This is an optimization exercise on Yosys and OpenROAD, whose aim is small area, not a production implementation. Where RTL was checked, it was by simulation tests only, not by an equivalence proof against the original. Only the layout flow was run in run 2; the RTL was not checked for function there.

`flow/design.v`:
```
module awgn_clt_gen (
    input  logic        clock,
    input  logic        rst_n,
    input  logic        init,
    input  logic        ce,
    input  logic [31:0] seed,
    input  logic        gain_we,
    input  logic [0:0]  gain_sel,
    input  logic [15:0] gain_val,
    output logic        x_en,
    output logic [31:0] awgn
);
    localparam logic [31:0] MIX0 = 32'h9E3779B9;
    localparam logic [31:0] MIX1 = 32'h3C6EF372;
    localparam logic [15:0] ACC0 = 16'hA000;   
    function automatic logic [31:0] xs(input logic [31:0] s_in);
        logic [31:0] s;
        s = s_in ^ (s_in << 13);
        s = s ^ (s >> 17);
        s = s ^ (s << 5);
        xs = s;
    endfunction
    function automatic logic [31:0] cseed(input logic [31:0] b, input logic [31:0] m);
        logic [31:0] s;
        s = b ^ m;
        cseed = (s == 32'h0) ? 32'h1 : s;
    endfunction
    logic [31:0] s0_r, s1_r;
    logic [15:0] acc0_r, acc1_r;
    logic [15:0] g0_r, g1_r;
    logic [3:0]  cnt_r;
    logic        v1_r, x_en_r;
    logic [31:0] awgn_r;
    logic [31:0] d0, d1;
    logic [15:0] ae0, ae1, sum0, sum1, gn0, gn1, ma, mb;
    logic [19:0] q;
    logic        povf, novf;
    logic [15:0] sat;
    logic        c0, last;
    assign c0   = (cnt_r == 4'd0);
    assign last = (cnt_r == 4'd11);
    assign d0   = xs(s0_r);
    assign d1   = xs(s1_r);
    awgn_addf u_add0 (.a(acc0_r), .u(d0[31:20]), .s(ae0));   
    awgn_addr u_add1 (.a(acc1_r), .u(d1[31:20]), .s(ae1));
    assign sum0 = c0 ? {ACC0[15:12], d0[31:20]} : ae0;
    assign sum1 = c0 ? {ACC0[15:12], d1[31:20]} : ae1;
    assign gn0  = (gain_we && gain_sel == 1'b0) ? gain_val : g0_r;
    assign gn1  = (gain_we && gain_sel == 1'b1) ? gain_val : g1_r;
    assign ma   = v1_r ? acc1_r : sum0;
    assign mb   = (gain_we && gain_sel == 1'b0 && !v1_r) ? gain_val : (v1_r ? g1_r : g0_r);
    awgn_mul u_mul (.a(ma), .b(mb), .q(q));
    assign povf = !q[19] && (q[18:15] != 4'b0000);
    assign novf =  q[19] && ((q[18:15] != 4'b1111) || (q[14:0] == 15'd0));
    assign sat  = povf ? 16'h7FFF : novf ? 16'h8001 : q[15:0];
    always_ff @(posedge clock or negedge rst_n) begin
        if (!rst_n) begin
            s0_r   <= MIX0 ^ 32'h1;
            s1_r   <= MIX1 ^ 32'h1;
            cnt_r  <= 4'd0;
            v1_r   <= 1'b0;
            x_en_r <= 1'b0;
            g0_r   <= 16'h1000;
            g1_r   <= 16'h1000;
            awgn_r <= 32'h0;
        end else begin
            if (init) begin
                s0_r  <= cseed(seed, MIX0);
                s1_r  <= cseed(seed, MIX1);
                cnt_r <= 4'd0;
            end else if (ce) begin
                s0_r  <= d0;
                s1_r  <= d1;
                cnt_r <= last ? 4'd0 : cnt_r + 4'd1;
            end
            v1_r   <= ce && !init && last;
            x_en_r <= v1_r;
            g0_r   <= gn0;
            g1_r   <= gn1;
            if (v1_r) awgn_r <= {sat, acc0_r};
        end
    end
    always_ff @(posedge clock) begin
        if (ce) begin
            acc0_r <= last ? sat : sum0;
            acc1_r <= sum1;
        end
    end
    assign x_en = x_en_r;
    assign awgn = awgn_r;
endmodule
module awgn_mul (
    input  logic [15:0] a,
    input  logic [15:0] b,
    output logic [19:0] q
);
    logic bt1;
    logic x2;
    logic x3;
    logic x4;
    logic x5;
    logic x6;
    logic x7;
    logic x8;
    logic x9;
    logic x10;
    logic x11;
    logic x12;
    logic x13;
    logic x14;
    logic x15;
    logic x16;
    logic x17;
    logic x18;
    logic ns19;
    logic bo20;
    logic bt21;
    logic x22;
    logic x23;
    logic x24;
    logic x25;
    logic x26;
    logic x27;
    logic x28;
    logic x29;
    logic x30;
    logic x31;
    logic x32;
    logic x33;
    logic x34;
    logic x35;
    logic x36;
    logic x37;
    logic x38;
    logic ns39;
    logic bo40;
    logic bt41;
    logic x42;
    logic x43;
    logic x44;
    logic x45;
    logic x46;
    logic x47;
    logic x48;
    logic x49;
    logic x50;
    logic x51;
    logic x52;
    logic x53;
    logic x54;
    logic x55;
    logic x56;
    logic x57;
    logic x58;
    logic ns59;
    logic bo60;
    logic bt61;
    logic x62;
    logic x63;
    logic x64;
    logic x65;
    logic x66;
    logic x67;
    logic x68;
    logic x69;
    logic x70;
    logic x71;
    logic x72;
    logic x73;
    logic x74;
    logic x75;
    logic x76;
    logic x77;
    logic x78;
    logic ns79;
    logic bo80;
    logic bt81;
    logic x82;
    logic x83;
    logic x84;
    logic x85;
    logic x86;
    logic x87;
    logic x88;
    logic x89;
    logic x90;
    logic x91;
    logic x92;
    logic x93;
    logic x94;
    logic x95;
    logic x96;
    logic x97;
    logic x98;
    logic ns99;
    logic bo100;
    logic bt101;
    logic x102;
    logic x103;
    logic x104;
    logic x105;
    logic x106;
    logic x107;
    logic x108;
    logic x109;
    logic x110;
    logic x111;
    logic x112;
    logic x113;
    logic x114;
    logic x115;
    logic x116;
    logic x117;
    logic x118;
    logic ns119;
    logic bo120;
    logic bt121;
    logic x122;
    logic x123;
    logic x124;
    logic x125;
    logic x126;
    logic x127;
    logic x128;
    logic x129;
    logic x130;
    logic x131;
    logic x132;
    logic x133;
    logic x134;
    logic x135;
    logic x136;
    logic x137;
    logic x138;
    logic ns139;
    logic bo140;
    logic bt141;
    logic x142;
    logic x143;
    logic x144;
    logic x145;
    logic x146;
    logic x147;
    logic x148;
    logic x149;
    logic x150;
    logic x151;
    logic x152;
    logic x153;
    logic x154;
    logic x155;
    logic x156;
    logic x157;
    logic x158;
    logic ns159;
    logic s160;
    logic c161;
    logic s162;
    logic c163;
    logic s164;
    logic c165;
    logic s166;
    logic c167;
    logic s168;
    logic c169;
    logic s170;
    logic c171;
    logic s172;
    logic c173;
    logic s174;
    logic c175;
    logic s176;
    logic c177;
    logic s178;
    logic c179;
    logic s180;
    logic c181;
    logic s182;
    logic c183;
    logic s184;
    logic c185;
    logic s186;
    logic c187;
    logic s188;
    logic c189;
    logic s190;
    logic c191;
    logic s192;
    logic c193;
    logic s194;
    logic c195;
    logic s196;
    logic c197;
    logic s198;
    logic c199;
    logic s200;
    logic c201;
    logic s202;
    logic c203;
    logic s204;
    logic c205;
    logic s206;
    logic c207;
    logic s208;
    logic c209;
    logic s210;
    logic c211;
    logic s212;
    logic c213;
    logic s214;
    logic c215;
    logic s216;
    logic c217;
    logic s218;
    logic c219;
    logic s220;
    logic c221;
    logic s222;
    logic c223;
    logic s224;
    logic c225;
    logic s226;
    logic c227;
    logic s228;
    logic c229;
    logic s230;
    logic c231;
    logic s232;
    logic c233;
    logic s234;
    logic c235;
    logic s236;
    logic c237;
    logic s238;
    logic c239;
    logic s240;
    logic c241;
    logic s242;
    logic c243;
    logic s244;
    logic c245;
    logic s246;
    logic c247;
    logic s248;
    logic c249;
    logic s250;
    logic c251;
    logic s252;
    logic c253;
    logic s254;
    logic c255;
    logic s256;
    logic c257;
    logic s258;
    logic c259;
    logic s260;
    logic c261;
    logic s262;
    logic c263;
    logic s264;
    logic c265;
    logic s266;
    logic c267;
    logic s268;
    logic c269;
    logic s270;
    logic c271;
    logic s272;
    logic c273;
    logic s274;
    logic c275;
    logic s276;
    logic c277;
    logic s278;
    logic c279;
    logic s280;
    logic c281;
    logic s282;
    logic c283;
    logic s284;
    logic c285;
    logic s286;
    logic c287;
    logic s288;
    logic c289;
    logic s290;
    logic c291;
    logic s292;
    logic c293;
    logic s294;
    logic c295;
    logic s296;
    logic c297;
    logic s298;
    logic c299;
    logic s300;
    logic c301;
    logic s302;
    logic c303;
    logic s304;
    logic c305;
    logic s306;
    logic c307;
    logic s308;
    logic c309;
    logic s310;
    logic c311;
    logic s312;
    logic c313;
    logic s314;
    logic c315;
    logic s316;
    logic c317;
    logic s318;
    logic c319;
    logic s320;
    logic c321;
    logic s322;
    logic c323;
    logic s324;
    logic c325;
    logic s326;
    logic c327;
    logic s328;
    logic c329;
    logic s330;
    logic c331;
    logic s332;
    logic c333;
    logic s334;
    logic c335;
    logic s336;
    logic c337;
    logic s338;
    logic c339;
    logic s340;
    logic c341;
    logic s342;
    logic c343;
    logic s344;
    logic c345;
    logic s346;
    logic c347;
    logic s348;
    logic c349;
    logic s350;
    logic c351;
    logic s352;
    logic c353;
    logic s354;
    logic c355;
    logic s356;
    logic c357;
    logic s358;
    logic c359;
    logic s360;
    logic c361;
    logic s362;
    logic c363;
    logic s364;
    logic c365;
    logic s366;
    logic c367;
    logic s368;
    logic c369;
    logic s370;
    logic c371;
    logic s372;
    logic c373;
    logic s374;
    logic c375;
    logic s376;
    logic c377;
    logic s378;
    logic c379;
    logic s380;
    logic c381;
    logic s382;
    logic c383;
    logic s384;
    logic c385;
    logic s386;
    logic c387;
    logic s388;
    logic c389;
    logic s390;
    logic c391;
    logic s392;
    logic c393;
    logic s394;
    logic c395;
    logic s396;
    logic c397;
    logic s398;
    logic c399;
    logic s400;
    logic c401;
    logic s402;
    logic c403;
    logic s404;
    logic c405;
    logic s406;
    logic c407;
    logic s408;
    logic c409;
    logic s410;
    logic c411;
    logic s412;
    logic c413;
    logic s414;
    logic c415;
    logic s416;
    logic c417;
    logic s418;
    logic c419;
    logic s420;
    logic c421;
    logic s422;
    logic c423;
    logic s424;
    logic c425;
    logic s426;
    logic c427;
    logic s428;
    logic c429;
    logic s430;
    logic c431;
    logic s432;
    logic c433;
    logic s434;
    logic c435;
    logic s436;
    logic c437;
    logic s438;
    logic c439;
    logic s440;
    logic c441;
    logic s442;
    logic c443;
    logic s444;
    logic c445;
    logic s446;
    logic c447;
    logic s448;
    logic c449;
    logic s450;
    logic c451;
    logic s452;
    logic c453;
    logic s454;
    logic c455;
    logic s456;
    logic c457;
    logic s458;
    logic c459;
    logic s460;
    logic c461;
    logic s462;
    logic c463;
    logic g464;
    logic g465;
    logic p466;
    logic g467;
    logic p468;
    logic g469;
    logic p470;
    logic g471;
    logic p472;
    logic g473;
    logic p474;
    logic g475;
    logic p476;
    logic g477;
    logic p478;
    logic g479;
    logic p480;
    logic g481;
    logic p482;
    logic g483;
    logic p484;
    logic g485;
    logic p486;
    logic g487;
    logic g488;
    logic p489;
    logic g490;
    logic p491;
    logic g492;
    logic p493;
    logic g494;
    logic p495;
    logic g496;
    logic p497;
    logic g498;
    logic g499;
    logic p500;
    logic g501;
    logic p502;
    logic g503;
    logic g504;
    logic g505;
    logic g506;
    logic g507;
    logic g508;
    logic g509;
    logic g510;
    logic g511;
    logic g512;
    logic g513;
    logic g514;
    logic g515;
    logic g516;
    logic g517;
    logic g518;
    logic g519;
    logic g520;
    logic g521;
    logic g522;
    logic s523;
    logic s524;
    logic s525;
    logic s526;
    logic s527;
    logic s528;
    logic s529;
    logic s530;
    logic s531;
    logic s532;
    logic s533;
    logic s534;
    logic s535;
    logic s536;
    logic s537;
    logic s538;
    logic s539;
    logic s540;
    logic s541;
    logic s542;
    logic s543;
    logic s544;
    logic s545;
    assign bt1 = a[1] & ~a[0];
    assign x2 = ((a[0] & b[0])) ^ a[1];
    assign x3 = ((a[0] & b[1]) | (bt1 & b[0])) ^ a[1];
    assign x4 = ((a[0] & b[2]) | (bt1 & b[1])) ^ a[1];
    assign x5 = ((a[0] & b[3]) | (bt1 & b[2])) ^ a[1];
    assign x6 = ((a[0] & b[4]) | (bt1 & b[3])) ^ a[1];
    assign x7 = ((a[0] & b[5]) | (bt1 & b[4])) ^ a[1];
    assign x8 = ((a[0] & b[6]) | (bt1 & b[5])) ^ a[1];
    assign x9 = ((a[0] & b[7]) | (bt1 & b[6])) ^ a[1];
    assign x10 = ((a[0] & b[8]) | (bt1 & b[7])) ^ a[1];
    assign x11 = ((a[0] & b[9]) | (bt1 & b[8])) ^ a[1];
    assign x12 = ((a[0] & b[10]) | (bt1 & b[9])) ^ a[1];
    assign x13 = ((a[0] & b[11]) | (bt1 & b[10])) ^ a[1];
    assign x14 = ((a[0] & b[12]) | (bt1 & b[11])) ^ a[1];
    assign x15 = ((a[0] & b[13]) | (bt1 & b[12])) ^ a[1];
    assign x16 = ((a[0] & b[14]) | (bt1 & b[13])) ^ a[1];
    assign x17 = ((a[0] & b[15]) | (bt1 & b[14])) ^ a[1];
    assign x18 = ((bt1 & b[15])) ^ a[1];
    assign ns19 = ~a[1];
    assign bo20 = a[2] ^ a[1];
    assign bt21 = (a[3] & ~a[2] & ~a[1]) | (~a[3] & a[2] & a[1]);
    assign x22 = ((bo20 & b[0])) ^ a[3];
    assign x23 = ((bo20 & b[1]) | (bt21 & b[0])) ^ a[3];
    assign x24 = ((bo20 & b[2]) | (bt21 & b[1])) ^ a[3];
    assign x25 = ((bo20 & b[3]) | (bt21 & b[2])) ^ a[3];
    assign x26 = ((bo20 & b[4]) | (bt21 & b[3])) ^ a[3];
    assign x27 = ((bo20 & b[5]) | (bt21 & b[4])) ^ a[3];
    assign x28 = ((bo20 & b[6]) | (bt21 & b[5])) ^ a[3];
    assign x29 = ((bo20 & b[7]) | (bt21 & b[6])) ^ a[3];
    assign x30 = ((bo20 & b[8]) | (bt21 & b[7])) ^ a[3];
    assign x31 = ((bo20 & b[9]) | (bt21 & b[8])) ^ a[3];
    assign x32 = ((bo20 & b[10]) | (bt21 & b[9])) ^ a[3];
    assign x33 = ((bo20 & b[11]) | (bt21 & b[10])) ^ a[3];
    assign x34 = ((bo20 & b[12]) | (bt21 & b[11])) ^ a[3];
    assign x35 = ((bo20 & b[13]) | (bt21 & b[12])) ^ a[3];
    assign x36 = ((bo20 & b[14]) | (bt21 & b[13])) ^ a[3];
    assign x37 = ((bo20 & b[15]) | (bt21 & b[14])) ^ a[3];
    assign x38 = ((bt21 & b[15])) ^ a[3];
    assign ns39 = ~a[3];
    assign bo40 = a[4] ^ a[3];
    assign bt41 = (a[5] & ~a[4] & ~a[3]) | (~a[5] & a[4] & a[3]);
    assign x42 = ((bo40 & b[0])) ^ a[5];
    assign x43 = ((bo40 & b[1]) | (bt41 & b[0])) ^ a[5];
    assign x44 = ((bo40 & b[2]) | (bt41 & b[1])) ^ a[5];
    assign x45 = ((bo40 & b[3]) | (bt41 & b[2])) ^ a[5];
    assign x46 = ((bo40 & b[4]) | (bt41 & b[3])) ^ a[5];
    assign x47 = ((bo40 & b[5]) | (bt41 & b[4])) ^ a[5];
    assign x48 = ((bo40 & b[6]) | (bt41 & b[5])) ^ a[5];
    assign x49 = ((bo40 & b[7]) | (bt41 & b[6])) ^ a[5];
    assign x50 = ((bo40 & b[8]) | (bt41 & b[7])) ^ a[5];
    assign x51 = ((bo40 & b[9]) | (bt41 & b[8])) ^ a[5];
    assign x52 = ((bo40 & b[10]) | (bt41 & b[9])) ^ a[5];
    assign x53 = ((bo40 & b[11]) | (bt41 & b[10])) ^ a[5];
    assign x54 = ((bo40 & b[12]) | (bt41 & b[11])) ^ a[5];
    assign x55 = ((bo40 & b[13]) | (bt41 & b[12])) ^ a[5];
    assign x56 = ((bo40 & b[14]) | (bt41 & b[13])) ^ a[5];
    assign x57 = ((bo40 & b[15]) | (bt41 & b[14])) ^ a[5];
    assign x58 = ((bt41 & b[15])) ^ a[5];
    assign ns59 = ~a[5];
    assign bo60 = a[6] ^ a[5];
    assign bt61 = (a[7] & ~a[6] & ~a[5]) | (~a[7] & a[6] & a[5]);
    assign x62 = ((bo60 & b[0])) ^ a[7];
    assign x63 = ((bo60 & b[1]) | (bt61 & b[0])) ^ a[7];
    assign x64 = ((bo60 & b[2]) | (bt61 & b[1])) ^ a[7];
    assign x65 = ((bo60 & b[3]) | (bt61 & b[2])) ^ a[7];
    assign x66 = ((bo60 & b[4]) | (bt61 & b[3])) ^ a[7];
    assign x67 = ((bo60 & b[5]) | (bt61 & b[4])) ^ a[7];
    assign x68 = ((bo60 & b[6]) | (bt61 & b[5])) ^ a[7];
    assign x69 = ((bo60 & b[7]) | (bt61 & b[6])) ^ a[7];
    assign x70 = ((bo60 & b[8]) | (bt61 & b[7])) ^ a[7];
    assign x71 = ((bo60 & b[9]) | (bt61 & b[8])) ^ a[7];
    assign x72 = ((bo60 & b[10]) | (bt61 & b[9])) ^ a[7];
    assign x73 = ((bo60 & b[11]) | (bt61 & b[10])) ^ a[7];
    assign x74 = ((bo60 & b[12]) | (bt61 & b[11])) ^ a[7];
    assign x75 = ((bo60 & b[13]) | (bt61 & b[12])) ^ a[7];
    assign x76 = ((bo60 & b[14]) | (bt61 & b[13])) ^ a[7];
    assign x77 = ((bo60 & b[15]) | (bt61 & b[14])) ^ a[7];
    assign x78 = ((bt61 & b[15])) ^ a[7];
    assign ns79 = ~a[7];
    assign bo80 = a[8] ^ a[7];
    assign bt81 = (a[9] & ~a[8] & ~a[7]) | (~a[9] & a[8] & a[7]);
    assign x82 = ((bo80 & b[0])) ^ a[9];
    assign x83 = ((bo80 & b[1]) | (bt81 & b[0])) ^ a[9];
    assign x84 = ((bo80 & b[2]) | (bt81 & b[1])) ^ a[9];
    assign x85 = ((bo80 & b[3]) | (bt81 & b[2])) ^ a[9];
    assign x86 = ((bo80 & b[4]) | (bt81 & b[3])) ^ a[9];
    assign x87 = ((bo80 & b[5]) | (bt81 & b[4])) ^ a[9];
    assign x88 = ((bo80 & b[6]) | (bt81 & b[5])) ^ a[9];
    assign x89 = ((bo80 & b[7]) | (bt81 & b[6])) ^ a[9];
    assign x90 = ((bo80 & b[8]) | (bt81 & b[7])) ^ a[9];
    assign x91 = ((bo80 & b[9]) | (bt81 & b[8])) ^ a[9];
    assign x92 = ((bo80 & b[10]) | (bt81 & b[9])) ^ a[9];
    assign x93 = ((bo80 & b[11]) | (bt81 & b[10])) ^ a[9];
    assign x94 = ((bo80 & b[12]) | (bt81 & b[11])) ^ a[9];
    assign x95 = ((bo80 & b[13]) | (bt81 & b[12])) ^ a[9];
    assign x96 = ((bo80 & b[14]) | (bt81 & b[13])) ^ a[9];
    assign x97 = ((bo80 & b[15]) | (bt81 & b[14])) ^ a[9];
    assign x98 = ((bt81 & b[15])) ^ a[9];
    assign ns99 = ~a[9];
    assign bo100 = a[10] ^ a[9];
    assign bt101 = (a[11] & ~a[10] & ~a[9]) | (~a[11] & a[10] & a[9]);
    assign x102 = ((bo100 & b[0])) ^ a[11];
    assign x103 = ((bo100 & b[1]) | (bt101 & b[0])) ^ a[11];
    assign x104 = ((bo100 & b[2]) | (bt101 & b[1])) ^ a[11];
    assign x105 = ((bo100 & b[3]) | (bt101 & b[2])) ^ a[11];
    assign x106 = ((bo100 & b[4]) | (bt101 & b[3])) ^ a[11];
    assign x107 = ((bo100 & b[5]) | (bt101 & b[4])) ^ a[11];
    assign x108 = ((bo100 & b[6]) | (bt101 & b[5])) ^ a[11];
    assign x109 = ((bo100 & b[7]) | (bt101 & b[6])) ^ a[11];
    assign x110 = ((bo100 & b[8]) | (bt101 & b[7])) ^ a[11];
    assign x111 = ((bo100 & b[9]) | (bt101 & b[8])) ^ a[11];
    assign x112 = ((bo100 & b[10]) | (bt101 & b[9])) ^ a[11];
    assign x113 = ((bo100 & b[11]) | (bt101 & b[10])) ^ a[11];
    assign x114 = ((bo100 & b[12]) | (bt101 & b[11])) ^ a[11];
    assign x115 = ((bo100 & b[13]) | (bt101 & b[12])) ^ a[11];
    assign x116 = ((bo100 & b[14]) | (bt101 & b[13])) ^ a[11];
    assign x117 = ((bo100 & b[15]) | (bt101 & b[14])) ^ a[11];
    assign x118 = ((bt101 & b[15])) ^ a[11];
    assign ns119 = ~a[11];
    assign bo120 = a[12] ^ a[11];
    assign bt121 = (a[13] & ~a[12] & ~a[11]) | (~a[13] & a[12] & a[11]);
    assign x122 = ((bo120 & b[0])) ^ a[13];
    assign x123 = ((bo120 & b[1]) | (bt121 & b[0])) ^ a[13];
    assign x124 = ((bo120 & b[2]) | (bt121 & b[1])) ^ a[13];
    assign x125 = ((bo120 & b[3]) | (bt121 & b[2])) ^ a[13];
    assign x126 = ((bo120 & b[4]) | (bt121 & b[3])) ^ a[13];
    assign x127 = ((bo120 & b[5]) | (bt121 & b[4])) ^ a[13];
    assign x128 = ((bo120 & b[6]) | (bt121 & b[5])) ^ a[13];
    assign x129 = ((bo120 & b[7]) | (bt121 & b[6])) ^ a[13];
    assign x130 = ((bo120 & b[8]) | (bt121 & b[7])) ^ a[13];
    assign x131 = ((bo120 & b[9]) | (bt121 & b[8])) ^ a[13];
    assign x132 = ((bo120 & b[10]) | (bt121 & b[9])) ^ a[13];
    assign x133 = ((bo120 & b[11]) | (bt121 & b[10])) ^ a[13];
    assign x134 = ((bo120 & b[12]) | (bt121 & b[11])) ^ a[13];
    assign x135 = ((bo120 & b[13]) | (bt121 & b[12])) ^ a[13];
    assign x136 = ((bo120 & b[14]) | (bt121 & b[13])) ^ a[13];
    assign x137 = ((bo120 & b[15]) | (bt121 & b[14])) ^ a[13];
    assign x138 = ((bt121 & b[15])) ^ a[13];
    assign ns139 = ~a[13];
    assign bo140 = a[14] ^ a[13];
    assign bt141 = (a[15] & ~a[14] & ~a[13]) | (~a[15] & a[14] & a[13]);
    assign x142 = ((bo140 & b[0])) ^ a[15];
    assign x143 = ((bo140 & b[1]) | (bt141 & b[0])) ^ a[15];
    assign x144 = ((bo140 & b[2]) | (bt141 & b[1])) ^ a[15];
    assign x145 = ((bo140 & b[3]) | (bt141 & b[2])) ^ a[15];
    assign x146 = ((bo140 & b[4]) | (bt141 & b[3])) ^ a[15];
    assign x147 = ((bo140 & b[5]) | (bt141 & b[4])) ^ a[15];
    assign x148 = ((bo140 & b[6]) | (bt141 & b[5])) ^ a[15];
    assign x149 = ((bo140 & b[7]) | (bt141 & b[6])) ^ a[15];
    assign x150 = ((bo140 & b[8]) | (bt141 & b[7])) ^ a[15];
    assign x151 = ((bo140 & b[9]) | (bt141 & b[8])) ^ a[15];
    assign x152 = ((bo140 & b[10]) | (bt141 & b[9])) ^ a[15];
    assign x153 = ((bo140 & b[11]) | (bt141 & b[10])) ^ a[15];
    assign x154 = ((bo140 & b[12]) | (bt141 & b[11])) ^ a[15];
    assign x155 = ((bo140 & b[13]) | (bt141 & b[12])) ^ a[15];
    assign x156 = ((bo140 & b[14]) | (bt141 & b[13])) ^ a[15];
    assign x157 = ((bo140 & b[15]) | (bt141 & b[14])) ^ a[15];
    assign x158 = ((bt141 & b[15])) ^ a[15];
    assign ns159 = ~a[15];
    assign s160 = x12 ^ x30;
    assign c161 = x12 & x30;
    assign s162 = x13 ^ x31;
    assign c163 = x13 & x31;
    assign s164 = x14 ^ x32 ^ x50;
    assign c165 = (x14 & x32) | (x14 & x50) | (x32 & x50);
    assign s166 = x68 ^ x86;
    assign c167 = x68 & x86;
    assign s168 = x15 ^ x33 ^ x51;
    assign c169 = (x15 & x33) | (x15 & x51) | (x33 & x51);
    assign s170 = x69 ^ x87;
    assign c171 = x69 & x87;
    assign s172 = x16 ^ x34 ^ x52;
    assign c173 = (x16 & x34) | (x16 & x52) | (x34 & x52);
    assign s174 = x70 ^ x88 ^ x106;
    assign c175 = (x70 & x88) | (x70 & x106) | (x88 & x106);
    assign s176 = x124 ^ x142;
    assign c177 = x124 & x142;
    assign s178 = x17 ^ x35 ^ x53;
    assign c179 = (x17 & x35) | (x17 & x53) | (x35 & x53);
    assign s180 = x71 ^ x89 ^ x107;
    assign c181 = (x71 & x89) | (x71 & x107) | (x89 & x107);
    assign s182 = x125 ^ x143;
    assign c183 = x125 & x143;
    assign s184 = x18 ^ x36 ^ x54;
    assign c185 = (x18 & x36) | (x18 & x54) | (x36 & x54);
    assign s186 = x72 ^ x90 ^ x108;
    assign c187 = (x72 & x90) | (x72 & x108) | (x90 & x108);
    assign s188 = x126 ^ x144;
    assign c189 = x126 & x144;
    assign s190 = a[1] ^ x37 ^ x55;
    assign c191 = (a[1] & x37) | (a[1] & x55) | (x37 & x55);
    assign s192 = x73 ^ x91 ^ x109;
    assign c193 = (x73 & x91) | (x73 & x109) | (x91 & x109);
    assign s194 = x127 ^ x145;
    assign c195 = x127 & x145;
    assign s196 = a[1] ^ x38 ^ x56;
    assign c197 = (a[1] & x38) | (a[1] & x56) | (x38 & x56);
    assign s198 = x74 ^ x92 ^ x110;
    assign c199 = (x74 & x92) | (x74 & x110) | (x92 & x110);
    assign s200 = x128 ^ x146;
    assign c201 = x128 & x146;
    assign s202 = ns19 ^ ns39 ^ x57;
    assign c203 = (ns19 & ns39) | (ns19 & x57) | (ns39 & x57);
    assign s204 = x75 ^ x93 ^ x111;
    assign c205 = (x75 & x93) | (x75 & x111) | (x93 & x111);
    assign s206 = x129 ^ x147;
    assign c207 = x129 & x147;
    assign s208 = 1'b1 ^ x58 ^ x76;
    assign c209 = (1'b1 & x58) | (1'b1 & x76) | (x58 & x76);
    assign s210 = x94 ^ x112 ^ x130;
    assign c211 = (x94 & x112) | (x94 & x130) | (x112 & x130);
    assign s212 = ns59 ^ x77 ^ x95;
    assign c213 = (ns59 & x77) | (ns59 & x95) | (x77 & x95);
    assign s214 = 1'b1 ^ x78;
    assign c215 = 1'b1 & x78;
    assign s216 = x8 ^ x26;
    assign c217 = x8 & x26;
    assign s218 = x9 ^ x27;
    assign c219 = x9 & x27;
    assign s220 = x10 ^ x28 ^ x46;
    assign c221 = (x10 & x28) | (x10 & x46) | (x28 & x46);
    assign s222 = x64 ^ x82;
    assign c223 = x64 & x82;
    assign s224 = x11 ^ x29 ^ x47;
    assign c225 = (x11 & x29) | (x11 & x47) | (x29 & x47);
    assign s226 = x65 ^ x83;
    assign c227 = x65 & x83;
    assign s228 = x48 ^ x66 ^ x84;
    assign c229 = (x48 & x66) | (x48 & x84) | (x66 & x84);
    assign s230 = x102 ^ a[11] ^ s160;
    assign c231 = (x102 & a[11]) | (x102 & s160) | (a[11] & s160);
    assign s232 = x49 ^ x67 ^ x85;
    assign c233 = (x49 & x67) | (x49 & x85) | (x67 & x85);
    assign s234 = x103 ^ c161 ^ s162;
    assign c235 = (x103 & c161) | (x103 & s162) | (c161 & s162);
    assign s236 = x104 ^ x122 ^ a[13];
    assign c237 = (x104 & x122) | (x104 & a[13]) | (x122 & a[13]);
    assign s238 = c163 ^ s164 ^ s166;
    assign c239 = (c163 & s164) | (c163 & s166) | (s164 & s166);
    assign s240 = x105 ^ x123 ^ c165;
    assign c241 = (x105 & x123) | (x105 & c165) | (x123 & c165);
    assign s242 = c167 ^ s168 ^ s170;
    assign c243 = (c167 & s168) | (c167 & s170) | (s168 & s170);
    assign s244 = a[15] ^ c169 ^ c171;
    assign c245 = (a[15] & c169) | (a[15] & c171) | (c169 & c171);
    assign s246 = s172 ^ s174 ^ s176;
    assign c247 = (s172 & s174) | (s172 & s176) | (s174 & s176);
    assign s248 = c173 ^ c175 ^ c177;
    assign c249 = (c173 & c175) | (c173 & c177) | (c175 & c177);
    assign s250 = s178 ^ s180 ^ s182;
    assign c251 = (s178 & s180) | (s178 & s182) | (s180 & s182);
    assign s252 = c179 ^ c181 ^ c183;
    assign c253 = (c179 & c181) | (c179 & c183) | (c181 & c183);
    assign s254 = s184 ^ s186 ^ s188;
    assign c255 = (s184 & s186) | (s184 & s188) | (s186 & s188);
    assign s256 = c185 ^ c187 ^ c189;
    assign c257 = (c185 & c187) | (c185 & c189) | (c187 & c189);
    assign s258 = s190 ^ s192 ^ s194;
    assign c259 = (s190 & s192) | (s190 & s194) | (s192 & s194);
    assign s260 = c191 ^ c193 ^ c195;
    assign c261 = (c191 & c193) | (c191 & c195) | (c193 & c195);
    assign s262 = s196 ^ s198 ^ s200;
    assign c263 = (s196 & s198) | (s196 & s200) | (s198 & s200);
    assign s264 = c197 ^ c199 ^ c201;
    assign c265 = (c197 & c199) | (c197 & c201) | (c199 & c201);
    assign s266 = s202 ^ s204 ^ s206;
    assign c267 = (s202 & s204) | (s202 & s206) | (s204 & s206);
    assign s268 = x148 ^ c203 ^ c205;
    assign c269 = (x148 & c203) | (x148 & c205) | (c203 & c205);
    assign s270 = c207 ^ s208 ^ s210;
    assign c271 = (c207 & s208) | (c207 & s210) | (s208 & s210);
    assign s272 = x113 ^ x131 ^ x149;
    assign c273 = (x113 & x131) | (x113 & x149) | (x131 & x149);
    assign s274 = c209 ^ c211 ^ s212;
    assign c275 = (c209 & c211) | (c209 & s212) | (c211 & s212);
    assign s276 = x96 ^ x114 ^ x132;
    assign c277 = (x96 & x114) | (x96 & x132) | (x114 & x132);
    assign s278 = x150 ^ c213 ^ s214;
    assign c279 = (x150 & c213) | (x150 & s214) | (c213 & s214);
    assign s280 = ns79 ^ x97 ^ x115;
    assign c281 = (ns79 & x97) | (ns79 & x115) | (x97 & x115);
    assign s282 = x133 ^ x151 ^ c215;
    assign c283 = (x133 & x151) | (x133 & c215) | (x151 & c215);
    assign s284 = 1'b1 ^ x98 ^ x116;
    assign c285 = (1'b1 & x98) | (1'b1 & x116) | (x98 & x116);
    assign s286 = x134 ^ x152;
    assign c287 = x134 & x152;
    assign s288 = ns99 ^ x117 ^ x135;
    assign c289 = (ns99 & x117) | (ns99 & x135) | (x117 & x135);
    assign s290 = 1'b1 ^ x118;
    assign c291 = 1'b1 & x118;
    assign s292 = x6 ^ x24;
    assign c293 = x6 & x24;
    assign s294 = x7 ^ x25;
    assign c295 = x7 & x25;
    assign s296 = x44 ^ x62 ^ a[7];
    assign c297 = (x44 & x62) | (x44 & a[7]) | (x62 & a[7]);
    assign s298 = x45 ^ x63 ^ c217;
    assign c299 = (x45 & x63) | (x45 & c217) | (x63 & c217);
    assign s300 = a[9] ^ c219 ^ s220;
    assign c301 = (a[9] & c219) | (a[9] & s220) | (c219 & s220);
    assign s302 = c221 ^ c223 ^ s224;
    assign c303 = (c221 & c223) | (c221 & s224) | (c223 & s224);
    assign s304 = c225 ^ c227 ^ s228;
    assign c305 = (c225 & c227) | (c225 & s228) | (c227 & s228);
    assign s306 = c229 ^ c231 ^ s232;
    assign c307 = (c229 & c231) | (c229 & s232) | (c231 & s232);
    assign s308 = c233 ^ c235 ^ s236;
    assign c309 = (c233 & c235) | (c233 & s236) | (c235 & s236);
    assign s310 = c237 ^ c239 ^ s240;
    assign c311 = (c237 & c239) | (c237 & s240) | (c239 & s240);
    assign s312 = c241 ^ c243 ^ s244;
    assign c313 = (c241 & c243) | (c241 & s244) | (c243 & s244);
    assign s314 = c245 ^ c247 ^ s248;
    assign c315 = (c245 & c247) | (c245 & s248) | (c247 & s248);
    assign s316 = c249 ^ c251 ^ s252;
    assign c317 = (c249 & c251) | (c249 & s252) | (c251 & s252);
    assign s318 = c253 ^ c255 ^ s256;
    assign c319 = (c253 & c255) | (c253 & s256) | (c255 & s256);
    assign s320 = c257 ^ c259 ^ s260;
    assign c321 = (c257 & c259) | (c257 & s260) | (c259 & s260);
    assign s322 = c261 ^ c263 ^ s264;
    assign c323 = (c261 & c263) | (c261 & s264) | (c263 & s264);
    assign s324 = c265 ^ c267 ^ s268;
    assign c325 = (c265 & c267) | (c265 & s268) | (c267 & s268);
    assign s326 = c269 ^ c271 ^ s272;
    assign c327 = (c269 & c271) | (c269 & s272) | (c271 & s272);
    assign s328 = c273 ^ c275 ^ s276;
    assign c329 = (c273 & c275) | (c273 & s276) | (c275 & s276);
    assign s330 = c277 ^ c279 ^ s280;
    assign c331 = (c277 & c279) | (c277 & s280) | (c279 & s280);
    assign s332 = c281 ^ c283 ^ s284;
    assign c333 = (c281 & c283) | (c281 & s284) | (c283 & s284);
    assign s334 = x153 ^ c285 ^ c287;
    assign c335 = (x153 & c285) | (x153 & c287) | (c285 & c287);
    assign s336 = x136 ^ x154 ^ c289;
    assign c337 = (x136 & x154) | (x136 & c289) | (x154 & c289);
    assign s338 = ns119 ^ x137 ^ x155;
    assign c339 = (ns119 & x137) | (ns119 & x155) | (x137 & x155);
    assign s340 = 1'b1 ^ x138;
    assign c341 = 1'b1 & x138;
    assign s342 = x4 ^ x22;
    assign c343 = x4 & x22;
    assign s344 = x5 ^ x23;
    assign c345 = x5 & x23;
    assign s346 = x42 ^ a[5] ^ s292;
    assign c347 = (x42 & a[5]) | (x42 & s292) | (a[5] & s292);
    assign s348 = x43 ^ c293 ^ s294;
    assign c349 = (x43 & c293) | (x43 & s294) | (c293 & s294);
    assign s350 = s216 ^ c295 ^ s296;
    assign c351 = (s216 & c295) | (s216 & s296) | (c295 & s296);
    assign s352 = s218 ^ c297 ^ s298;
    assign c353 = (s218 & c297) | (s218 & s298) | (c297 & s298);
    assign s354 = s222 ^ c299 ^ s300;
    assign c355 = (s222 & c299) | (s222 & s300) | (c299 & s300);
    assign s356 = s226 ^ c301 ^ s302;
    assign c357 = (s226 & c301) | (s226 & s302) | (c301 & s302);
    assign s358 = s230 ^ c303 ^ s304;
    assign c359 = (s230 & c303) | (s230 & s304) | (c303 & s304);
    assign s360 = s234 ^ c305 ^ s306;
    assign c361 = (s234 & c305) | (s234 & s306) | (c305 & s306);
    assign s362 = s238 ^ c307 ^ s308;
    assign c363 = (s238 & c307) | (s238 & s308) | (c307 & s308);
    assign s364 = s242 ^ c309 ^ s310;
    assign c365 = (s242 & c309) | (s242 & s310) | (c309 & s310);
    assign s366 = s246 ^ c311 ^ s312;
    assign c367 = (s246 & c311) | (s246 & s312) | (c311 & s312);
    assign s368 = s250 ^ c313 ^ s314;
    assign c369 = (s250 & c313) | (s250 & s314) | (c313 & s314);
    assign s370 = s254 ^ c315 ^ s316;
    assign c371 = (s254 & c315) | (s254 & s316) | (c315 & s316);
    assign s372 = s258 ^ c317 ^ s318;
    assign c373 = (s258 & c317) | (s258 & s318) | (c317 & s318);
    assign s374 = s262 ^ c319 ^ s320;
    assign c375 = (s262 & c319) | (s262 & s320) | (c319 & s320);
    assign s376 = s266 ^ c321 ^ s322;
    assign c377 = (s266 & c321) | (s266 & s322) | (c321 & s322);
    assign s378 = s270 ^ c323 ^ s324;
    assign c379 = (s270 & c323) | (s270 & s324) | (c323 & s324);
    assign s380 = s274 ^ c325 ^ s326;
    assign c381 = (s274 & c325) | (s274 & s326) | (c325 & s326);
    assign s382 = s278 ^ c327 ^ s328;
    assign c383 = (s278 & c327) | (s278 & s328) | (c327 & s328);
    assign s384 = s282 ^ c329 ^ s330;
    assign c385 = (s282 & c329) | (s282 & s330) | (c329 & s330);
    assign s386 = s286 ^ c331 ^ s332;
    assign c387 = (s286 & c331) | (s286 & s332) | (c331 & s332);
    assign s388 = s288 ^ c333 ^ s334;
    assign c389 = (s288 & c333) | (s288 & s334) | (c333 & s334);
    assign s390 = s290 ^ c335 ^ s336;
    assign c391 = (s290 & c335) | (s290 & s336) | (c335 & s336);
    assign s392 = c291 ^ c337 ^ s338;
    assign c393 = (c291 & c337) | (c291 & s338) | (c337 & s338);
    assign s394 = x156 ^ c339 ^ s340;
    assign c395 = (x156 & c339) | (x156 & s340) | (c339 & s340);
    assign s396 = ns139 ^ x157 ^ c341;
    assign c397 = (ns139 & x157) | (ns139 & c341) | (x157 & c341);
    assign s398 = 1'b1 ^ x158;
    assign c399 = 1'b1 & x158;
    assign s400 = x2 ^ a[1];
    assign c401 = x2 & a[1];
    assign s402 = x3 ^ c401;
    assign c403 = x3 & c401;
    assign s404 = a[3] ^ s342 ^ c403;
    assign c405 = (a[3] & s342) | (a[3] & c403) | (s342 & c403);
    assign s406 = c343 ^ s344 ^ c405;
    assign c407 = (c343 & s344) | (c343 & c405) | (s344 & c405);
    assign s408 = c345 ^ s346 ^ c407;
    assign c409 = (c345 & s346) | (c345 & c407) | (s346 & c407);
    assign s410 = c347 ^ s348 ^ c409;
    assign c411 = (c347 & s348) | (c347 & c409) | (s348 & c409);
    assign s412 = c349 ^ s350 ^ c411;
    assign c413 = (c349 & s350) | (c349 & c411) | (s350 & c411);
    assign s414 = c351 ^ s352 ^ c413;
    assign c415 = (c351 & s352) | (c351 & c413) | (s352 & c413);
    assign s416 = c353 ^ s354 ^ c415;
    assign c417 = (c353 & s354) | (c353 & c415) | (s354 & c415);
    assign s418 = c355 ^ s356;
    assign c419 = c355 & s356;
    assign s420 = c357 ^ s358;
    assign c421 = c357 & s358;
    assign s422 = c359 ^ s360;
    assign c423 = c359 & s360;
    assign s424 = c361 ^ s362;
    assign c425 = c361 & s362;
    assign s426 = c363 ^ s364;
    assign c427 = c363 & s364;
    assign s428 = c365 ^ s366;
    assign c429 = c365 & s366;
    assign s430 = c367 ^ s368;
    assign c431 = c367 & s368;
    assign s432 = c369 ^ s370;
    assign c433 = c369 & s370;
    assign s434 = c371 ^ s372;
    assign c435 = c371 & s372;
    assign s436 = c373 ^ s374;
    assign c437 = c373 & s374;
    assign s438 = c375 ^ s376;
    assign c439 = c375 & s376;
    assign s440 = c377 ^ s378;
    assign c441 = c377 & s378;
    assign s442 = c379 ^ s380;
    assign c443 = c379 & s380;
    assign s444 = c381 ^ s382;
    assign c445 = c381 & s382;
    assign s446 = c383 ^ s384;
    assign c447 = c383 & s384;
    assign s448 = c385 ^ s386;
    assign c449 = c385 & s386;
    assign s450 = c387 ^ s388;
    assign c451 = c387 & s388;
    assign s452 = c389 ^ s390;
    assign c453 = c389 & s390;
    assign s454 = c391 ^ s392;
    assign c455 = c391 & s392;
    assign s456 = c393 ^ s394;
    assign c457 = c393 & s394;
    assign s458 = c395 ^ s396;
    assign c459 = c395 & s396;
    assign s460 = c397 ^ s398;
    assign c461 = c397 & s398;
    assign s462 = ns159 ^ c399;
    assign c463 = ns159 & c399;
    assign g464 = c419 | (s418 & c417);
    assign g465 = c423 | (s422 & c421);
    assign p466 = s422 & s420;
    assign g467 = c427 | (s426 & c425);
    assign p468 = s426 & s424;
    assign g469 = c431 | (s430 & c429);
    assign p470 = s430 & s428;
    assign g471 = c435 | (s434 & c433);
    assign p472 = s434 & s432;
    assign g473 = c439 | (s438 & c437);
    assign p474 = s438 & s436;
    assign g475 = c443 | (s442 & c441);
    assign p476 = s442 & s440;
    assign g477 = c447 | (s446 & c445);
    assign p478 = s446 & s444;
    assign g479 = c451 | (s450 & c449);
    assign p480 = s450 & s448;
    assign g481 = c455 | (s454 & c453);
    assign p482 = s454 & s452;
    assign g483 = c459 | (s458 & c457);
    assign p484 = s458 & s456;
    assign g485 = c463 | (s462 & c461);
    assign p486 = s462 & s460;
    assign g487 = g465 | (p466 & g464);
    assign g488 = g469 | (p470 & g467);
    assign p489 = p470 & p468;
    assign g490 = g473 | (p474 & g471);
    assign p491 = p474 & p472;
    assign g492 = g477 | (p478 & g475);
    assign p493 = p478 & p476;
    assign g494 = g481 | (p482 & g479);
    assign p495 = p482 & p480;
    assign g496 = g485 | (p486 & g483);
    assign p497 = p486 & p484;
    assign g498 = g488 | (p489 & g487);
    assign g499 = g492 | (p493 & g490);
    assign p500 = p493 & p491;
    assign g501 = g496 | (p497 & g494);
    assign p502 = p497 & p495;
    assign g503 = g499 | (p500 & g498);
    assign g504 = g501 | (p502 & g503);
    assign g505 = g490 | (p491 & g498);
    assign g506 = g494 | (p495 & g503);
    assign g507 = g467 | (p468 & g487);
    assign g508 = g471 | (p472 & g498);
    assign g509 = g475 | (p476 & g505);
    assign g510 = g479 | (p480 & g503);
    assign g511 = g483 | (p484 & g506);
    assign g512 = c421 | (s420 & g464);
    assign g513 = c425 | (s424 & g487);
    assign g514 = c429 | (s428 & g507);
    assign g515 = c433 | (s432 & g498);
    assign g516 = c437 | (s436 & g508);
    assign g517 = c441 | (s440 & g505);
    assign g518 = c445 | (s444 & g509);
    assign g519 = c449 | (s448 & g503);
    assign g520 = c453 | (s452 & g510);
    assign g521 = c457 | (s456 & g506);
    assign g522 = c461 | (s460 & g511);
    assign s523 = s418 ^ c417;
    assign s524 = s420 ^ g464;
    assign s525 = s422 ^ g512;
    assign s526 = s424 ^ g487;
    assign s527 = s426 ^ g513;
    assign s528 = s428 ^ g507;
    assign s529 = s430 ^ g514;
    assign s530 = s432 ^ g498;
    assign s531 = s434 ^ g515;
    assign s532 = s436 ^ g508;
    assign s533 = s438 ^ g516;
    assign s534 = s440 ^ g505;
    assign s535 = s442 ^ g517;
    assign s536 = s444 ^ g509;
    assign s537 = s446 ^ g518;
    assign s538 = s448 ^ g503;
    assign s539 = s450 ^ g519;
    assign s540 = s452 ^ g510;
    assign s541 = s454 ^ g520;
    assign s542 = s456 ^ g506;
    assign s543 = s458 ^ g521;
    assign s544 = s460 ^ g511;
    assign s545 = s462 ^ g522;
    assign q = {s545, s544, s543, s542, s541, s540, s539, s538, s537, s536, s535, s534, s533, s532, s531, s530, s529, s528, s527, s526};
endmodule
module awgn_addf (
    input  logic [15:0] a,
    input  logic [11:0] u,
    output logic [15:0] s
);
    logic s1;
    logic c2;
    logic s3;
    logic c4;
    logic s5;
    logic c6;
    logic s7;
    logic c8;
    logic s9;
    logic c10;
    logic s11;
    logic c12;
    logic s13;
    logic c14;
    logic s15;
    logic c16;
    logic s17;
    logic c18;
    logic s19;
    logic c20;
    logic s21;
    logic c22;
    logic s23;
    logic c24;
    logic g25;
    logic p26;
    logic g27;
    logic p28;
    logic g29;
    logic p30;
    logic g31;
    logic p32;
    logic g33;
    logic p34;
    logic g35;
    logic p36;
    logic p37;
    logic p38;
    logic g39;
    logic p40;
    logic g41;
    logic p42;
    logic g43;
    logic p44;
    logic p45;
    logic g46;
    logic p47;
    logic g48;
    logic p49;
    logic g50;
    logic p51;
    logic g52;
    logic p53;
    logic g54;
    logic p55;
    logic g56;
    logic p57;
    logic g58;
    logic p59;
    logic g60;
    logic p61;
    logic g62;
    logic p63;
    logic g64;
    logic p65;
    logic g66;
    logic p67;
    logic g68;
    logic p69;
    logic g70;
    logic p71;
    logic g72;
    logic p73;
    logic s74;
    logic s75;
    logic s76;
    logic s77;
    logic s78;
    logic s79;
    logic s80;
    logic s81;
    logic s82;
    logic s83;
    logic s84;
    logic s85;
    logic s86;
    logic s87;
    logic s88;
    assign s1 = a[0] ^ u[0];
    assign c2 = a[0] & u[0];
    assign s3 = a[1] ^ u[1];
    assign c4 = a[1] & u[1];
    assign s5 = a[2] ^ u[2];
    assign c6 = a[2] & u[2];
    assign s7 = a[3] ^ u[3];
    assign c8 = a[3] & u[3];
    assign s9 = a[4] ^ u[4];
    assign c10 = a[4] & u[4];
    assign s11 = a[5] ^ u[5];
    assign c12 = a[5] & u[5];
    assign s13 = a[6] ^ u[6];
    assign c14 = a[6] & u[6];
    assign s15 = a[7] ^ u[7];
    assign c16 = a[7] & u[7];
    assign s17 = a[8] ^ u[8];
    assign c18 = a[8] & u[8];
    assign s19 = a[9] ^ u[9];
    assign c20 = a[9] & u[9];
    assign s21 = a[10] ^ u[10];
    assign c22 = a[10] & u[10];
    assign s23 = a[11] ^ u[11];
    assign c24 = a[11] & u[11];
    assign g25 = c4 | (s3 & c2);
    assign p26 = s3 & s1;
    assign g27 = c8 | (s7 & c6);
    assign p28 = s7 & s5;
    assign g29 = c12 | (s11 & c10);
    assign p30 = s11 & s9;
    assign g31 = c16 | (s15 & c14);
    assign p32 = s15 & s13;
    assign g33 = c20 | (s19 & c18);
    assign p34 = s19 & s17;
    assign g35 = c24 | (s23 & c22);
    assign p36 = s23 & s21;
    assign p37 = a[13] & a[12];
    assign p38 = a[15] & a[14];
    assign g39 = g27 | (p28 & g25);
    assign p40 = p28 & p26;
    assign g41 = g31 | (p32 & g29);
    assign p42 = p32 & p30;
    assign g43 = g35 | (p36 & g33);
    assign p44 = p36 & p34;
    assign p45 = p38 & p37;
    assign g46 = g41 | (p42 & g39);
    assign p47 = p42 & p40;
    assign g48 = p45 & g43;
    assign p49 = p45 & p44;
    assign g50 = g48 | (p49 & g46);
    assign p51 = p49 & p47;
    assign g52 = g43 | (p44 & g46);
    assign p53 = p44 & p47;
    assign g54 = g29 | (p30 & g39);
    assign p55 = p30 & p40;
    assign g56 = g33 | (p34 & g46);
    assign p57 = p34 & p47;
    assign g58 = p37 & g52;
    assign p59 = p37 & p53;
    assign g60 = c6 | (s5 & g25);
    assign p61 = s5 & p26;
    assign g62 = c10 | (s9 & g39);
    assign p63 = s9 & p40;
    assign g64 = c14 | (s13 & g54);
    assign p65 = s13 & p55;
    assign g66 = c18 | (s17 & g46);
    assign p67 = s17 & p47;
    assign g68 = c22 | (s21 & g56);
    assign p69 = s21 & p57;
    assign g70 = a[12] & g52;
    assign p71 = a[12] & p53;
    assign g72 = a[14] & g58;
    assign p73 = a[14] & p59;
    assign s74 = s3 ^ c2;
    assign s75 = s5 ^ g25;
    assign s76 = s7 ^ g60;
    assign s77 = s9 ^ g39;
    assign s78 = s11 ^ g62;
    assign s79 = s13 ^ g54;
    assign s80 = s15 ^ g64;
    assign s81 = s17 ^ g46;
    assign s82 = s19 ^ g66;
    assign s83 = s21 ^ g56;
    assign s84 = s23 ^ g68;
    assign s85 = a[12] ^ g52;
    assign s86 = a[13] ^ g70;
    assign s87 = a[14] ^ g58;
    assign s88 = a[15] ^ g72;
    assign s = {s88, s87, s86, s85, s84, s83, s82, s81, s80, s79, s78, s77, s76, s75, s74, s1};
endmodule
module awgn_addr (
    input  logic [15:0] a,
    input  logic [11:0] u,
    output logic [15:0] s
);
    logic s1;
    logic c2;
    logic s3;
    logic c4;
    logic s5;
    logic c6;
    logic s7;
    logic c8;
    logic s9;
    logic c10;
    logic s11;
    logic c12;
    logic s13;
    logic c14;
    logic s15;
    logic c16;
    logic s17;
    logic c18;
    logic s19;
    logic c20;
    logic s21;
    logic c22;
    logic s23;
    logic c24;
    logic s25;
    logic c26;
    logic s27;
    logic c28;
    logic s29;
    logic c30;
    logic s31;
    logic c32;
    assign s1 = a[0] ^ u[0];
    assign c2 = a[0] & u[0];
    assign s3 = a[1] ^ u[1] ^ c2;
    assign c4 = (a[1] & u[1]) | (a[1] & c2) | (u[1] & c2);
    assign s5 = a[2] ^ u[2] ^ c4;
    assign c6 = (a[2] & u[2]) | (a[2] & c4) | (u[2] & c4);
    assign s7 = a[3] ^ u[3] ^ c6;
    assign c8 = (a[3] & u[3]) | (a[3] & c6) | (u[3] & c6);
    assign s9 = a[4] ^ u[4] ^ c8;
    assign c10 = (a[4] & u[4]) | (a[4] & c8) | (u[4] & c8);
    assign s11 = a[5] ^ u[5] ^ c10;
    assign c12 = (a[5] & u[5]) | (a[5] & c10) | (u[5] & c10);
    assign s13 = a[6] ^ u[6] ^ c12;
    assign c14 = (a[6] & u[6]) | (a[6] & c12) | (u[6] & c12);
    assign s15 = a[7] ^ u[7] ^ c14;
    assign c16 = (a[7] & u[7]) | (a[7] & c14) | (u[7] & c14);
    assign s17 = a[8] ^ u[8] ^ c16;
    assign c18 = (a[8] & u[8]) | (a[8] & c16) | (u[8] & c16);
    assign s19 = a[9] ^ u[9] ^ c18;
    assign c20 = (a[9] & u[9]) | (a[9] & c18) | (u[9] & c18);
    assign s21 = a[10] ^ u[10] ^ c20;
    assign c22 = (a[10] & u[10]) | (a[10] & c20) | (u[10] & c20);
    assign s23 = a[11] ^ u[11] ^ c22;
    assign c24 = (a[11] & u[11]) | (a[11] & c22) | (u[11] & c22);
    assign s25 = a[12] ^ c24;
    assign c26 = a[12] & c24;
    assign s27 = a[13] ^ c26;
    assign c28 = a[13] & c26;
    assign s29 = a[14] ^ c28;
    assign c30 = a[14] & c28;
    assign s31 = a[15] ^ c30;
    assign c32 = a[15] & c30;
    assign s = {s31, s29, s27, s25, s23, s21, s19, s17, s15, s13, s11, s9, s7, s5, s3, s1};
endmodule
```
`flow/flow/run.sh`:
```
#!/bin/bash
# Own flow: the standard layout (standard.sh, unchanged synthesis), with every
# input and output port buffered by the smallest buffer (buf_1) instead of the
# default choice. Each tool's output goes to a log file here.
set -euo pipefail
export BUFFER_PORTS_ARGS="-buffer_cell sky130_fd_sc_hd__buf_1"
bash standard.sh > standard_flow.log 2>&1
```
`flow/standard.sh`:
```
#!/bin/bash
# synth_recipe.tcl (not shown) runs the flow's synth.tcl, then flattens the netlist and writes it again
# the make line also repeats each setting of config.mk as NAME=value (left out here)
make -C /OpenROAD-flow-scripts/flow DESIGN_CONFIG=/design/flow/config.mk WORK_HOME=/design/flow/orfs CLKGATE_MAP_FILE= SYNTH_SCRIPT=/design/flow/synth_recipe.tcl "${@:-finish}"
```
`flow/config.mk`:
```
export PLATFORM = sky130hd
export DESIGN_NAME = awgn_clt_gen
export DESIGN_NICKNAME = awgn_clt_gen
export VERILOG_FILES = /design/flow/design.v
export SDC_FILE = /design/flow/constraint.sdc
export NUM_CORES = 4
export LEC_CHECK = 0
export ABC_AREA = 1
export CAP_MARGIN = 20
export CORE_MARGIN = 2
export CORE_UTILIZATION = 40
export CTS_BUF_LIST = sky130_fd_sc_hd__clkbuf_8
export SLEW_MARGIN = 20
```
`flow/constraint.sdc`:
```
create_clock -name core_clock -period 10.0 [get_ports {clock}]
set_input_delay 2.0000 -clock core_clock [delete_from_list [all_inputs] [get_ports {clock}]]
set_output_delay 2.0000 -clock core_clock [all_outputs]
set_load 0.01 [all_outputs]
```
==> results of run 1 <==
[worst register-to-register path: cells and delay by family (launching register included)]
kind | cells | cell delay [ns]
compound gates | 11 | 2.05
xor+xnor | 1 | 0.13
fa+ha+maj | 9 | 3.62
buf+inv | 9 | 0.96
flops | 1 | 0.57
simple gates | 14 | 1.82
[layout by cell type (no fill, tap or decap), types with 6 or more instances in the layout]
cell type  netlist  routed
edfxtp_1        32      32
or2_2           12      12
inv_1          262     259
o21a_1          15      15
xor2_1         172     171
nand4_1          9       9
a31oi_1         20      18
nor2_1          80      78
a21oi_1         56      52
o22ai_1        121     121
buf_4            1      52
dfrtp_1         93      92
nor4_1          10      10
buf_1            4      83
xnor2_1         76      75
a21oi_2          2       6
o21ai_1          7      10
nor3_1           8       6
nand3_1         28      28
mux2i_1         14      14
clkbuf_8         0      18
dfstp_2         41      41
o21ai_0         94      89
ha_1            62      62
fa_1           116     116
nand2_1        348     347
o21ai_2          4       6
inv_2            4       7
o211ai_1        18      18
a22oi_1         11      11
o221ai_1        11      11
[stage by stage]
stage	util	cell area, um^2	hold slack (ns)	setup WS [ns]
floorplan	-	15500	0.439	0.825
global placement	0.429	16500	0.461	0.0604
detailed placement	0.429	16500	0.461	0.00420
CTS	0.439	16900	0.487	0.0666
global route	0.441	17000	0.510	-0.00751
finish	0.441	17000	0.484	0.589
[flip-flops by register name, summed over array words and instances, names as in the netlist]
register / count
awgn_r: 32
s0_r: 32
s1_r: 32
acc0_r: 16
acc1_r: 16
g0_r: 16
g1_r: 16
cnt_r: 4
v1_r: 1
x_en_r: 1
[metal layers]
layer / vias to the layer above / global-route usage / part of all wire
li1: 6136 / - / -
met1: 6342 / 0.308 / 0.44
met2: 420 / 0.379 / 0.48
met3: 79 / 0.0394 / 0.055
met4: 0 / 0.0783 / 0.032
met5: - / 0 / 0
[final timing paths]
check / endpoint / slack, ns / cells past startpoint
setup / recovery: acc0_r[5] / 0.59 / 44
hold / removal: awgn_r[11] / 0.48 / 2
setup reg to reg: acc0_r[5] / 0.59 / 44
hold reg to reg: awgn_r[11] / 0.48 / 2
max in group asynchronous: v1_r / 6.75 / 2
min in group asynchronous: awgn_r[24] / 1.66 / 1
[logic make-up (layout without fill, tap and decap cells)]
logic type      count (synthesis)  in the layout  synth area share
compound gates                376            376             0.147
mux                            14             14           0.00903
fa+ha+maj                     178            178             0.200
buf+inv                       362            439            0.0902
xor+xnor                      250            250             0.142
flops                         166            166             0.281
simple gates                  500            500             0.130
[area by class of cell]
cell class | count | area (um^2)
timing repair buffer | 139 | 739
multi-input combinational | 1318 | 9840
sequential | 166 | 4370
fill | 3839 | 21500
clock buffer | 18 | 248
tap | 518 | 648
clock inverter | 14 | 125
inverter | 268 | 1010
[timing repair]
action | CTS | global route
buffers inserted | 0 | 4
resized for setup | 1 | 22
setup endpoints to repair | 5 | 30
pin swaps | 0 | 1
==> metrics.csv, run 1 <==
metric,value,unit
status,no timing/DRC/antenna violations,
hold_sp,awgn_r[11],
most numerous cell in the Yosys netlist,nand2_1,
total CTS buffers,17,
core area,38500,um^2
number of port buffers,86,
"Slew Viols, Final",0,
f_max,106,MHz
WL per Instance,18.5,um
first-pass GRT wire length,73000,um
TNS Setup,0,ns
"top cells by area, synth","dfrtp_1 15%, fa_1 15%, xor2_1 9.7%, nand2_1 8.4%, dfstp_2 6.9%",
placed insts,2405,
Crit. End Element,flip-flop,
Slew HR,0.286,
num ports,87,
post-synthesis register bit count,166,
Crit Reg-Reg Startpoint,s0_r[7],
GRT overflow,0,
WP data required,10.25,ns
largest net degree at the start of global routing,73,
Final Cycle Share,0.941,
Setup crit start,s0_r[7],
Final Skew,0.0234,ns
final setup vio count,0,
"delay-heaviest family, CP",adder cells,
crit path kind,flip-flop to flip-flop,
CTS tree,built,
worst min path class,flip-flop to flip-flop,
clock buffer depth,2,
DRC errors left,0,
synthesized area per cell,8.41,um^2
antenna-violating nets left,0,
crit-path max cell delay,0.57,ns
Vias/cell,5.32,
non-filler cells in the finished layout,2441,
yosys warns,1,
Inserted Diodes,0,
Die Footprint,40400,um^2
via count,13000,
Final Hold Fails,0,
"Arr. time, crit path",9.66,ns
row count,72,
MaxCap Viol Count,0,
Routed WL,45100,um
CP dominant cell by count,nand2_1,
Post-synth EDFFs,32,
Synth-to-Final Area Change,9.42,%
die height,201,um
most instantiated cells after synthesis,"348 x nand2_1, 262 x inv_1, 172 x xor2_1",
"Net Count, Synth",2078,
vias in the first global route,13100,
DR iter-0 viols,1042,
fin nets,2142,
post-synthesis sequential area ratio,0.281,
fin crit period,9.41,ns
CTS Sinks,166,
1st-pass router iterations,5,
overall routing resource usage,0.230,
share of cells above drive strength 1,0.0931,
startpoint types,flip-flop,
htree depth,4,
initial antenna violation count,0,
area share of the largest cell type after synthesis,0.150,
Worst-Margin Slew,1.07,ns
ys flop type,dfrtp_1,
Clock Pin Slew Worst Setup and Hold Paths,0.11,ns
Final GP Congestion,0.906,
CTS root buf,clkbuf_8,
Buf/Inv on CP,9,
"Hold-fix buffers, CTS",0,
worst skew pair latency,0.52,ns
"slowest stage cell, crit path",dfstp_2,
count of cell types in the netlist,48,
"FFs w/ async S/R, synth",0.807,
post-detail-place hpwl,34700,um
Post-Syn Area,15500,um^2
Post-Syn Instances,1846,
Initial Util,0.403,
cell taking the most area after synthesis,dfrtp_1,
Horiz. Die Dim,201,um
worst-path maximum fanout,12,
==> run 2: changes to the inputs <==
--- a/flow/design.v
+++ b/flow/design.v
@@ -48,7 +48,7 @@
     assign gn0  = (gain_we && gain_sel == 1'b0) ? gain_val : g0_r;
     assign gn1  = (gain_we && gain_sel == 1'b1) ? gain_val : g1_r;
     assign ma   = v1_r ? acc1_r : sum0;
-    assign mb   = (gain_we && gain_sel == 1'b0 && !v1_r) ? gain_val : (v1_r ? g1_r : g0_r);
+    assign mb   = v1_r ? g1_r : gn0;
     awgn_mul u_mul (.a(ma), .b(mb), .q(q));
     assign povf = !q[19] && (q[18:15] != 4'b0000);
     assign novf =  q[19] && ((q[18:15] != 4'b1111) || (q[14:0] == 15'd0));
==> run 2 against run 1 <==
  * Worst hold slack worse by 0.0028 ns
  * Global-route usage up 0.11 points
  * Die area about the same
  * Via count about the same
  * Register-to-register slack worse by 0.06 ns
  * Critical path type unchanged
  * Largest cell class unchanged
==> metrics.csv, run 2 <==
metric,value,unit
most numerous cell in the Yosys netlist,nand2_1,
WP data required,10.28,ns
placed cell areas,16600,um^2
Die Footprint,40400,um^2
num ports,87,
fin nets,2146,
initial antenna violation count,0,
number of port buffers,86,
1st-pass router iterations,5,
Post-CTS Setup Inserts,0,
post-detail-place hpwl,35400,um
post-synthesis register bit count,166,
status,no timing/DRC/antenna violations,
Slew HR,0.363,
Routed WL,45400,um
Final GP Congestion,0.901,
DRC errors left,0,
CTS tree,built,
final setup vio count,0,
Crit. path cell count,39,
"slowest stage cell, crit path",dfstp_2,
vias in the first global route,13200,
fin crit period,9.48,ns
share of cells above drive strength 1,0.0981,
RR Endpoint,acc0_r[10],
"Slew Viols, Final",0,
clock buffer depth,2,
cell taking the most area after synthesis,dfrtp_1,
"top cells by area, synth","dfrtp_1 15%, fa_1 15%, xor2_1 9.8%, nand2_1 9.1%, dfstp_2 6.9%",
ys flop type,dfrtp_1,
f_max,106,MHz
hold path cells,2,
non-filler cells in the finished layout,2445,
PostCTS Resize Cnt,0,
Inserted Diodes,0,
Horiz. Die Dim,201,um
Worst-Margin Slew,0.954,ns
worst skew pair latency,0.53,ns
MaxCap Viol Count,0,
WL per Instance,18.6,um
"Design Area, Final",17000,um^2
startpoint types,flip-flop,
hold_sp,awgn_r[3],
"FFs w/ async S/R, synth",0.807,
synthesized area per cell,8.41,um^2
Buf/Inv on CP,7,
DR iter-0 viols,1044,
CTS root buf,clkbuf_8,
Synth-to-Final Area Change,9.36,%
Post-synth EDFFs,32,
antenna-violating nets left,0,
crit path kind,flip-flop to flip-flop,
hold endpoint,awgn_r[3],
total CTS buffers,17,
Crit Reg-Reg Startpoint,s0_r[7],
"commonest cells after routing, fill and taps aside","373 x nand2_1, 236 x inv_1, 174 x xor2_1",
"Net Count, Synth",2078,
htree depth,4,
"reg-to-reg slack, setup",0.52,ns
crit-path max cell delay,0.56,ns
biggest regs,"awgn_r: 32 flops, s0_r: 32 flops, s1_r: 32 flops",
area share of the largest cell type after synthesis,0.150,
FF-to-FF path depth,39,
count of cell types in the netlist,54,
worst min path class,flip-flop to flip-flop,
Post-Syn Area,15500,um^2
"Hold-fix buffers, CTS",0,
via count,13000,
GRT overflow,0,
"delay-heaviest family, CP",adder cells,
core area,38500,um^2
CTS Sinks,166,
worst-path maximum fanout,15,
post-synthesis sequential area ratio,0.281,
Vias/cell,5.31,
Crit. End Element,flip-flop,
RSZ-0062 raised after global routing,yes,
Final Cycle Share,0.948,
yosys warns,1,
Initial Util,0.404,
Post-Syn Instances,1846,
Final Skew,0.0334,ns
Final Hold Fails,0,
most instantiated cells after synthesis,"376 x nand2_1, 237 x inv_1, 174 x xor2_1",
first-pass GRT wire length,73000,um
"commonest non-fill, non-tap cell in the layout",nand2_1,
largest net degree at the start of global routing,73,
row count,72,
placed insts,2412,
"Arr. time, crit path",9.76,ns
die height,201,um
overall routing resource usage,0.231,
Clock Pin Slew Worst Setup and Hold Paths,0.12,ns
[run 2: changes by cell type after synthesis, sizes merged, moves of 5 or more]
| cell | change |
|---|---|
| inv | -23 |
| o21a | -15 |
| nand2 | +36 |
| clkbuf | -5 |
| o21ai | +9 |
[run 2: worst max path at each step]
stage                        start         end  slack [ns]
after global placement    s0_r[10]   acc0_r[0]        0.31
final                      s0_r[7]  acc0_r[10]        0.52
after CTS                  s0_r[7]   acc0_r[1]        0.17
after global routing       s0_r[7]  acc0_r[10]      -0.008
after detailed placement   s0_r[7]   acc0_r[1]        0.21
after floorplan            s0_r[7]   acc0_r[7]        1.03
[run 2: worst register-to-register path, delay by kind of cell (launching register included)]
family	cells	cell delay, ns
simple gates	12	2.09
xor+xnor	2	0.35
fa+ha+maj	9	3.55
buf+inv	7	0.89
mux	1	0.13
flops	1	0.56
compound gates	8	1.64
[run 2: metal layers]
| layer | vias up | global-route usage | share of wire |
|---|---|---|---|
| li1 | 6143 | - | - |
| met1 | 6337 | 0.300 | 0.43 |
| met2 | 408 | 0.394 | 0.49 |
| met3 | 87 | 0.0278 | 0.046 |
| met4 | 0 | 0.0921 | 0.034 |
| met5 | - | 0 | 0 |
[run 2: kinds of logic after synthesis]
| logic type | after synthesis | share of synthesized area |
|---|---|---|
| multiplexers | 13 | 0.00838 |
| XOR/XNOR | 249 | 0.142 |
| buffers and inverters | 340 | 0.0846 |
| flip-flops | 166 | 0.281 |
| AO/OA/AOI/OAI | 366 | 0.143 |
| adder cells (fa/ha/maj) | 178 | 0.200 |
| AND/OR/NAND/NOR | 534 | 0.141 |
[run 2: stage by stage]
stage,hold WS (ns),setup TNS (ns),setup WS (ns),util
finish,0.481,0,0.525,0.441
global route,0.514,-0.00841,-0.00841,0.441
CTS,0.486,0,0.174,0.439
detailed placement,0.461,0,0.206,0.430
global placement,0.457,0,0.310,0.430
floorplan,0.446,0,1.03,-
[run 2: area by class of cell]
type | instances | area, um^2
clock buffer | 18 | 248
sequential | 166 | 4370
clock inverter | 14 | 98.8
tap | 518 | 648
inverter | 247 | 930
timing repair buffer | 142 | 749
fill | 3893 | 21500
multi-input combinational | 1340 | 9940

==> port drivers added, routing unchanged <==
How much do the figures lean on ideal ports? The routed layouts below were timed once more, with nothing changed but the port constraints. Step 1, drivers: a clkbuf_16 drives clock and a buf_2 each remaining input, both assumed. Step 2 adds t to the input delays and takes it off the output delays; t is the mean of the earliest and latest rising clock arrival at the registers after step 1. Input paths then give back, and output paths get back, about the clock's delay inside the block. a / b / c = no drivers / after step 1 / after step 2; a / b = the first two.
run | t (ns) | slack for setup (ns) | hold slack, ns | latest minus earliest clock arrival (ns) | cell pins on the clock port's net
run 1 | 0.557 | 0.589 / 0.589 / 0.589 | 0.484 / 0.484 / 0.484 | 0.024 / 0.023 | 1
run 2 | 0.563 | 0.525 / 0.525 / 0.525 | 0.481 / 0.481 / 0.481 | 0.037 / 0.036 | 1
After both steps every run listed still meets setup and hold.
